Source: an optimization exercise on an open RTL-to-GDS flow (aim: a short achievable clock period and few clock cycles per item). Production flows keep margins and buffers that such runs may drop.
For this run, only the layout was checked, not whether the RTL still works.

===== design/flow/config.mk =====
export PLATFORM = sky130hd
export DESIGN_NAME = soc_top
export DESIGN_NICKNAME = soc_top
export VERILOG_FILES = /design/flow/design.v
export SDC_FILE = /design/flow/constraint.sdc
export NUM_CORES = 4
export LEC_CHECK = 0
export ABC_CLOCK_PERIOD_IN_PS = 2000
export CAP_MARGIN = 20
export CORE_MARGIN = 2
export CORE_UTILIZATION = 40
export PLACE_DENSITY = 0.6
export SETUP_SLACK_MARGIN = 4.5
export SLEW_MARGIN = 20

===== design/flow/constraint.sdc =====
create_clock -name core_clock -period 7.0 [get_ports {clk}]
set_input_delay 1.4000 -clock core_clock [delete_from_list [all_inputs] [get_ports {clk}]]
set_output_delay 1.4000 -clock core_clock [all_outputs]
set_load 0.01 [all_outputs]

===== design/flow/design.v =====
package core_pkg;
	typedef logic [63:0] word_t;
	typedef logic [63:0] addr_t;
	typedef logic [4:0]  reg_idx_t;
	localparam logic [6:0] OPC_OP_IMM = 7'b0010011;
	localparam logic [6:0] OPC_OP     = 7'b0110011;
	localparam logic [6:0] OPC_LUI    = 7'b0110111;
	localparam logic [6:0] OPC_LOAD   = 7'b0000011;
	localparam logic [6:0] OPC_STORE  = 7'b0100011;
	localparam int IQ_WORDS = 16;
	localparam int IQ_AW    = 4;
	localparam int DQ_WORDS = 4;
	localparam int DQ_AW    = 2;
	localparam int DC_IDX = 7;
endpackage
module regfile (
	input  logic               clk,
	input  logic               reset,
	input  core_pkg::reg_idx_t ra1,
	input  core_pkg::reg_idx_t ra2,
	output core_pkg::word_t    rd1,
	output core_pkg::word_t    rd2,
	input  logic               wen,
	input  core_pkg::reg_idx_t wa,
	input  core_pkg::word_t    wd
);
	core_pkg::word_t regs [1:31];
	always_ff @(posedge clk) begin
		if (reset) begin
			for (int k = 1; k < 32; k++)
				regs[k] <= '0;
		end else if (wen) begin
			for (int k = 1; k < 32; k++)
				if (wa == 5'(k))
					regs[k] <= wd;
		end
	end
	always_comb begin
		rd1 = '0;
		rd2 = '0;
		for (int k = 1; k < 32; k++) begin
			if (ra1 == 5'(k)) rd1 = regs[k];
			if (ra2 == 5'(k)) rd2 = regs[k];
		end
	end
endmodule
module decoder (
	input  logic [31:0]     instr,
	output logic            legal,
	output logic            regwrite,
	output logic            is_load,
	output logic            is_store,
	output logic            use_imm,
	output logic            zero_a,    
	output logic            sub,       
	output logic [1:0]      lop,       
	output core_pkg::word_t imm
);
	logic [6:0] opc;
	logic [2:0] f3;
	logic       f3_ok;
	logic [63:0] i_imm, s_imm, u_imm;
	assign opc = instr[6:0];
	assign f3  = instr[14:12];
	assign i_imm = {{52{instr[31]}}, instr[31:20]};
	assign s_imm = {{52{instr[31]}}, instr[31:25], instr[11:7]};
	assign u_imm = {{32{instr[31]}}, instr[31:12], 12'h000};
	assign f3_ok = (f3 == 3'b000) || (f3 == 3'b100) || (f3 == 3'b110) || (f3 == 3'b111);
	always_comb begin
		legal    = 1'b0;
		regwrite = 1'b0;
		is_load  = 1'b0;
		is_store = 1'b0;
		use_imm  = 1'b1;
		zero_a   = 1'b0;
		sub      = 1'b0;
		lop      = 2'd0;
		imm      = i_imm;
		case (opc)
			core_pkg::OPC_OP_IMM: begin
				legal    = f3_ok;
				regwrite = 1'b1;
				lop      = (f3 == 3'b100) ? 2'd1 : (f3 == 3'b110) ? 2'd2 : (f3 == 3'b111) ? 2'd3 : 2'd0;
			end
			core_pkg::OPC_OP: begin
				legal    = f3_ok;
				regwrite = 1'b1;
				use_imm  = 1'b0;
				sub      = (f3 == 3'b000) && instr[30];
				lop      = (f3 == 3'b100) ? 2'd1 : (f3 == 3'b110) ? 2'd2 : (f3 == 3'b111) ? 2'd3 : 2'd0;
			end
			core_pkg::OPC_LUI: begin
				legal    = 1'b1;
				regwrite = 1'b1;
				zero_a   = 1'b1;
				imm      = u_imm;
			end
			core_pkg::OPC_LOAD: begin
				legal    = (f3 == 3'b011);
				regwrite = 1'b1;
				is_load  = 1'b1;
			end
			core_pkg::OPC_STORE: begin
				legal    = (f3 == 3'b011);
				is_store = 1'b1;
				imm      = s_imm;
			end
			default: ;
		endcase
	end
endmodule
module execute (
	input  core_pkg::word_t a,
	input  core_pkg::word_t b,
	input  logic            cin,
	input  logic [1:0]      lop,
	output core_pkg::word_t y
);
	core_pkg::word_t sum;
	assign sum = a + b + {63'd0, cin};
	always_comb begin
		case (lop)
			2'd0: y = sum;
			2'd1: y = a ^ b;
			2'd2: y = a | b;
			default: y = a & b;
		endcase
	end
endmodule
module core #(
	parameter core_pkg::addr_t reset_pc = 64'h8000_0000,
	parameter bit              use_dcache = 1'b1
) (
	input  logic               clk,
	input  logic               reset,
	output logic               f_want,
	output logic [60:0]        f_addr,
	input  logic               f_issue,
	output logic               d_push,
	output logic               d_we,
	output logic [60:0]        d_addr,
	output core_pkg::word_t    d_wdata,
	input  logic               d_room,
	input  logic               r_fetch,
	input  logic               r_load,
	input  core_pkg::word_t    r_data,
	output logic               commit_valid,
	output core_pkg::addr_t    commit_pc,
	output logic               commit_regwrite,
	output core_pkg::reg_idx_t commit_dst,
	output core_pkg::word_t    commit_data
);
	localparam int QN = core_pkg::IQ_WORDS;
	localparam int QA = core_pkg::IQ_AW;
	localparam int CI = core_pkg::DC_IDX;
	localparam int CN = 1 << CI;
	localparam int TW = 64 - 3 - CI;    
	logic adv;    
	core_pkg::word_t iq [0:QN-1];
	logic [QA:0]     iq_wp, iq_rp;
	logic [QA:0]     iq_cnt;            
	logic [60:0]     fpc;               
	core_pkg::addr_t pc;                
	logic            fe_have, fe_avail, fe_pop;
	core_pkg::word_t fe_word;
	logic [31:0]     fe_instr;
	assign f_want = (iq_cnt < (QA+1)'(QN));
	assign f_addr = fpc;
	assign fe_have  = (iq_wp != iq_rp);
	assign fe_avail = fe_have || r_fetch;
	assign fe_word  = fe_have ? iq[iq_rp[QA-1:0]] : r_data;
	assign fe_instr = pc[2] ? fe_word[63:32] : fe_word[31:0];
	assign fe_pop   = adv && fe_avail && pc[2];
	always_ff @(posedge clk) begin
		if (reset) begin
			iq_wp  <= '0;
			iq_rp  <= '0;
			iq_cnt <= '0;
			fpc    <= reset_pc[63:3];
			pc     <= reset_pc;
		end else begin
			if (r_fetch)
				iq_wp <= iq_wp + 1'b1;
			if (fe_pop)
				iq_rp <= iq_rp + 1'b1;
			iq_cnt <= iq_cnt + (QA+1)'(f_issue) - (QA+1)'(fe_pop);
			if (f_issue)
				fpc <= fpc + 61'd1;
			if (adv && fe_avail)
				pc <= pc + 64'd4;
		end
	end
	always_ff @(posedge clk) begin
		if (r_fetch)
			iq[iq_wp[QA-1:0]] <= r_data;
	end
	logic            d_valid;
	logic [31:0]     d_instr;
	core_pkg::addr_t d_pc;
	logic            dc_legal, dc_rw, dc_load, dc_store, dc_use_imm, dc_zero_a, dc_sub;
	logic [1:0]      dc_lop;
	core_pkg::word_t dc_imm;
	core_pkg::word_t rf1, rf2, op1, op2;
	logic            byp1, byp2;
	logic            m_valid, m_rw, m_load, m_store, m_hit, m_wait;
	core_pkg::reg_idx_t m_dst;
	core_pkg::addr_t m_pc;
	core_pkg::word_t m_res, m_sd, m_cdata, m_wdata;
	always_ff @(posedge clk) begin
		if (reset)
			d_valid <= 1'b0;
		else if (adv)
			d_valid <= fe_avail;
	end
	always_ff @(posedge clk) begin
		if (adv) begin
			d_instr <= fe_instr;
			d_pc    <= pc;
		end
	end
	decoder i_decoder (
		.instr    (d_instr),
		.legal    (dc_legal),
		.regwrite (dc_rw),
		.is_load  (dc_load),
		.is_store (dc_store),
		.use_imm  (dc_use_imm),
		.zero_a   (dc_zero_a),
		.sub      (dc_sub),
		.lop      (dc_lop),
		.imm      (dc_imm)
	);
	regfile i_regfile (
		.clk,
		.reset,
		.ra1 (d_instr[19:15]),
		.ra2 (d_instr[24:20]),
		.rd1 (rf1),
		.rd2 (rf2),
		.wen (adv && m_valid && m_rw),
		.wa  (m_dst),
		.wd  (m_wdata)
	);
	assign byp1 = m_valid && m_rw && (m_dst == d_instr[19:15]) && (d_instr[19:15] != 5'd0);
	assign byp2 = m_valid && m_rw && (m_dst == d_instr[24:20]) && (d_instr[24:20] != 5'd0);
	assign op1  = byp1 ? m_wdata : rf1;
	assign op2  = byp2 ? m_wdata : rf2;
	logic            x_valid, x_rw, x_load, x_store, x_cin;
	logic [1:0]      x_lop;
	core_pkg::reg_idx_t x_dst;
	core_pkg::addr_t x_pc;
	core_pkg::word_t x_a, x_b, x_sd, x_y;
	always_ff @(posedge clk) begin
		if (reset)
			x_valid <= 1'b0;
		else if (adv)
			x_valid <= d_valid && dc_legal;
	end
	always_ff @(posedge clk) begin
		if (adv) begin
			x_rw    <= dc_rw;
			x_load  <= dc_load;
			x_store <= dc_store;
			x_cin   <= dc_sub;
			x_lop   <= dc_lop;
			x_dst   <= d_instr[11:7];
			x_pc    <= d_pc;
			x_a     <= dc_zero_a ? 64'd0 : op1;
			x_b     <= dc_use_imm ? dc_imm : (dc_sub ? ~op2 : op2);
			x_sd    <= op2;
		end
	end
	execute i_execute (
		.a   (x_a),
		.b   (x_b),
		.cin (x_cin),
		.lop (x_lop),
		.y   (x_y)
	);
	logic            c_valid, c_rw, c_load, c_store;
	core_pkg::reg_idx_t c_dst;
	core_pkg::addr_t c_pc;
	core_pkg::word_t c_res, c_sd;
	always_ff @(posedge clk) begin
		if (reset)
			c_valid <= 1'b0;
		else if (adv)
			c_valid <= x_valid;
	end
	always_ff @(posedge clk) begin
		if (adv) begin
			c_rw    <= x_rw;
			c_load  <= x_load;
			c_store <= x_store;
			c_dst   <= x_dst;
			c_pc    <= x_pc;
			c_res   <= x_y;
			c_sd    <= x_sd;
		end
	end
	core_pkg::word_t dc_data [0:CN-1];
	logic [CN-1:0]   dc_val;
	logic [CN-1:0]   dc_sec;
	logic [TW-1:0]   sec_tag [0:1];
	logic [1:0]      sec_ok;
	logic            sec_victim;
	logic [CI-1:0]   c_idx;
	logic [TW-1:0]   c_tag;
	logic            c_sm0, c_sm1, c_hit, c_fwd;
	core_pkg::word_t c_rd;
	assign c_idx = c_res[CI+2:3];
	assign c_tag = c_res[63:CI+3];
	assign c_sm0 = sec_ok[0] && (c_tag == sec_tag[0]);
	assign c_sm1 = sec_ok[1] && (c_tag == sec_tag[1]);
	assign c_rd  = dc_data[c_idx];
	assign c_hit = use_dcache && dc_val[c_idx] && (dc_sec[c_idx] ? c_sm1 : c_sm0);
	assign c_fwd = m_valid && m_store && (m_res[63:3] == c_res[63:3]);
	logic c_pushed, c_push, m_push, m_done, m_take, ld_out, lq_valid;
	core_pkg::word_t lq_data, ld_data;
	assign c_push = c_valid && c_load && !c_pushed && !c_hit && !c_fwd && !ld_out && d_room &&
		!m_push && !(m_valid && m_load && !m_hit && !m_wait);
	always_ff @(posedge clk) begin
		if (reset)
			c_pushed <= 1'b0;
		else if (adv)
			c_pushed <= 1'b0;
		else if (c_push)
			c_pushed <= 1'b1;
	end
	always_ff @(posedge clk) begin
		if (reset) begin
			m_valid <= 1'b0;
			m_wait  <= 1'b0;
		end else if (adv) begin
			m_valid <= c_valid;
			m_wait  <= c_pushed || c_push;
		end else if (m_push && m_load) begin
			m_wait  <= 1'b1;
		end
	end
	always_ff @(posedge clk) begin
		if (adv) begin
			m_rw    <= c_rw;
			m_load  <= c_load;
			m_store <= c_store;
			m_dst   <= c_dst;
			m_pc    <= c_pc;
			m_res   <= c_res;
			m_sd    <= c_sd;
			m_hit   <= c_hit || c_fwd;
			m_cdata <= c_fwd ? m_sd : c_rd;
		end
	end
	assign ld_data = lq_valid ? lq_data : r_data;
	assign m_take  = m_valid && m_load && m_wait && (lq_valid || r_load);
	assign m_done = !m_valid || !(m_load || m_store) ||
		(m_store && d_room) ||
		(m_load && (m_hit || m_take));
	assign adv = m_done;
	assign m_push  = m_valid && d_room && (m_store || (m_load && !m_hit && !m_wait && !ld_out));
	assign d_push  = m_push || c_push;
	assign d_we    = m_push && m_store;
	assign d_addr  = m_push ? m_res[63:3] : c_res[63:3];
	assign d_wdata = m_sd;
	always_ff @(posedge clk) begin
		if (reset) begin
			ld_out   <= 1'b0;
			lq_valid <= 1'b0;
		end else begin
			if ((c_push || (m_push && m_load)))
				ld_out <= 1'b1;
			else if (m_take)
				ld_out <= 1'b0;
			if (m_take)
				lq_valid <= 1'b0;
			else if (r_load)
				lq_valid <= 1'b1;
		end
	end
	always_ff @(posedge clk) begin
		if (r_load)
			lq_data <= r_data;
	end
	assign m_wdata = !m_load ? m_res : (m_hit ? m_cdata : ld_data);
	logic [CI-1:0] m_idx;
	logic [TW-1:0] m_tag;
	logic          m_sm0, m_sm1, m_fill, m_swr;
	assign m_idx  = m_res[CI+2:3];
	assign m_tag  = m_res[63:CI+3];
	assign m_sm0  = sec_ok[0] && (m_tag == sec_tag[0]);
	assign m_sm1  = sec_ok[1] && (m_tag == sec_tag[1]);
	assign m_fill = use_dcache && m_take;                               
	assign m_swr  = use_dcache && m_valid && m_store && d_room && (m_sm0 || m_sm1);  
	always_ff @(posedge clk) begin
		if (reset) begin
			dc_val     <= '0;
			sec_ok     <= 2'b00;
			sec_victim <= 1'b0;
		end else if (m_swr) begin
			dc_val[m_idx] <= 1'b1;
			dc_sec[m_idx] <= m_sm1;
		end else if (m_fill) begin
			if (m_sm0 || m_sm1) begin
				dc_val[m_idx] <= 1'b1;
				dc_sec[m_idx] <= m_sm1;
			end else begin
				for (int k = 0; k < CN; k++)
					if (dc_sec[k] == sec_victim)
						dc_val[k] <= 1'b0;
				dc_val[m_idx]       <= 1'b1;
				dc_sec[m_idx]       <= sec_victim;
				sec_ok[sec_victim]  <= 1'b1;
				sec_tag[sec_victim] <= m_tag;
				sec_victim          <= !sec_victim;
			end
		end
	end
	always_ff @(posedge clk) begin
		if (m_swr)
			dc_data[m_idx] <= m_sd;
		else if (m_fill)
			dc_data[m_idx] <= ld_data;
	end
	always_ff @(posedge clk) begin
		if (reset)
			commit_valid <= 1'b0;
		else
			commit_valid <= adv && m_valid;
	end
	always_ff @(posedge clk) begin
		if (adv) begin
			commit_pc       <= m_pc;
			commit_regwrite <= m_rw;
			commit_dst      <= m_dst;
			commit_data     <= m_wdata;
		end
	end
endmodule
module mem_arbiter (
	input  logic            clk,
	input  logic            reset,
	input  logic            f_want,
	input  logic [60:0]     f_addr,
	output logic            f_issue,
	input  logic            d_push,
	input  logic            d_we,
	input  logic [60:0]     d_addr,
	input  core_pkg::word_t d_wdata,
	output logic            d_room,
	output logic            r_fetch,
	output logic            r_load,
	output core_pkg::word_t r_data,
	output logic            mem_req,
	output logic            mem_we,
	output core_pkg::addr_t mem_addr,
	output core_pkg::word_t mem_wdata,
	input  core_pkg::word_t mem_rdata,
	input  logic            mem_ready
);
	logic            b_req, b_we, b_isdata;
	logic [60:0]     b_addr;
	core_pkg::word_t b_wdata;
	localparam int DN = core_pkg::DQ_WORDS;
	localparam int DA = core_pkg::DQ_AW;
	logic            q_we    [0:DN-1];
	logic [60:0]     q_addr  [0:DN-1];
	core_pkg::word_t q_wdata [0:DN-1];
	logic [DA-1:0]   q_wp, q_rp;
	logic [DA:0]     q_cnt;
	logic            q_valid, q_pop;
	logic b_free;
	assign b_free  = !b_req || mem_ready;
	assign f_issue = b_free && !q_valid && f_want;
	assign q_valid = (q_cnt != '0);
	assign d_room  = (q_cnt != (DA+1)'(DN));
	assign q_pop   = b_free && q_valid;
	assign mem_req   = b_req;
	assign mem_we    = b_we;
	assign mem_addr  = {b_addr, 3'b000};
	assign mem_wdata = b_wdata;
	always_ff @(posedge clk) begin
		if (reset) begin
			b_req    <= 1'b0;
			b_we     <= 1'b0;
			b_isdata <= 1'b0;
			q_cnt    <= '0;
			q_wp     <= '0;
			q_rp     <= '0;
			r_fetch  <= 1'b0;
			r_load   <= 1'b0;
		end else begin
			r_fetch <= mem_ready && b_req && !b_isdata;
			r_load  <= mem_ready && b_req && b_isdata && !b_we;
			if (b_free) begin
				b_req    <= q_valid || f_want;
				b_we     <= q_valid && q_we[q_rp];
				b_isdata <= q_valid;
			end
			if (q_pop)
				q_rp <= q_rp + 1'b1;
			if (d_push)
				q_wp <= q_wp + 1'b1;
			q_cnt <= q_cnt + (DA+1)'(d_push) - (DA+1)'(q_pop);
		end
	end
	always_ff @(posedge clk) begin
		if (b_free) begin
			b_addr  <= q_valid ? q_addr[q_rp] : f_addr;
			b_wdata <= q_wdata[q_rp];
		end
		if (d_push) begin
			q_we[q_wp]    <= d_we;
			q_addr[q_wp]  <= d_addr;
			q_wdata[q_wp] <= d_wdata;
		end
		r_data <= mem_rdata;
	end
endmodule
module soc_top #(
	parameter core_pkg::addr_t reset_pc = 64'h8000_0000
) (
	input  logic               clk,
	input  logic               reset,
	output logic               mem_req,
	output logic               mem_we,
	output core_pkg::addr_t    mem_addr,
	output core_pkg::word_t    mem_wdata,
	input  core_pkg::word_t    mem_rdata,
	input  logic               mem_ready,
	output logic               commit_valid,
	output core_pkg::addr_t    commit_pc,
	output logic               commit_regwrite,
	output core_pkg::reg_idx_t commit_dst,
	output core_pkg::word_t    commit_data
);
	logic            f_want, f_issue;
	logic [60:0]     f_addr;
	logic            d_push, d_we, d_room;
	logic [60:0]     d_addr;
	core_pkg::word_t d_wdata;
	logic            r_fetch, r_load;
	core_pkg::word_t r_data;
	core #(
		.reset_pc (reset_pc)
	) i_core (
		.clk,
		.reset,
		.f_want,
		.f_addr,
		.f_issue,
		.d_push,
		.d_we,
		.d_addr,
		.d_wdata,
		.d_room,
		.r_fetch,
		.r_load,
		.r_data,
		.commit_valid,
		.commit_pc,
		.commit_regwrite,
		.commit_dst,
		.commit_data
	);
	mem_arbiter i_arbiter (
		.clk,
		.reset,
		.f_want,
		.f_addr,
		.f_issue,
		.d_push,
		.d_we,
		.d_addr,
		.d_wdata,
		.d_room,
		.r_fetch,
		.r_load,
		.r_data,
		.mem_req,
		.mem_we,
		.mem_addr,
		.mem_wdata,
		.mem_rdata,
		.mem_ready
	);
endmodule

===== design/flow/run.sh =====
#!/bin/bash
# synth_recipe.tcl (not shown) runs the flow's synth.tcl, then flattens the netlist and writes it again
# the make line also repeats each setting of config.mk as NAME=value (left out here)
make -C /OpenROAD-flow-scripts/flow DESIGN_CONFIG=/design/flow/config.mk WORK_HOME=/design/flow/orfs CLKGATE_MAP_FILE= SYNTH_SCRIPT=/design/flow/synth_recipe.tcl finish

==> results.toml <==
[run_status]
outcome = "aborted with a tool error"
last-stage-reached = "1_2_yosys"
flow.first_error = "ERROR: TCL interpreter returned an error: Source files actually used in the design:"

[synthesis]
ys_warn_count = 6
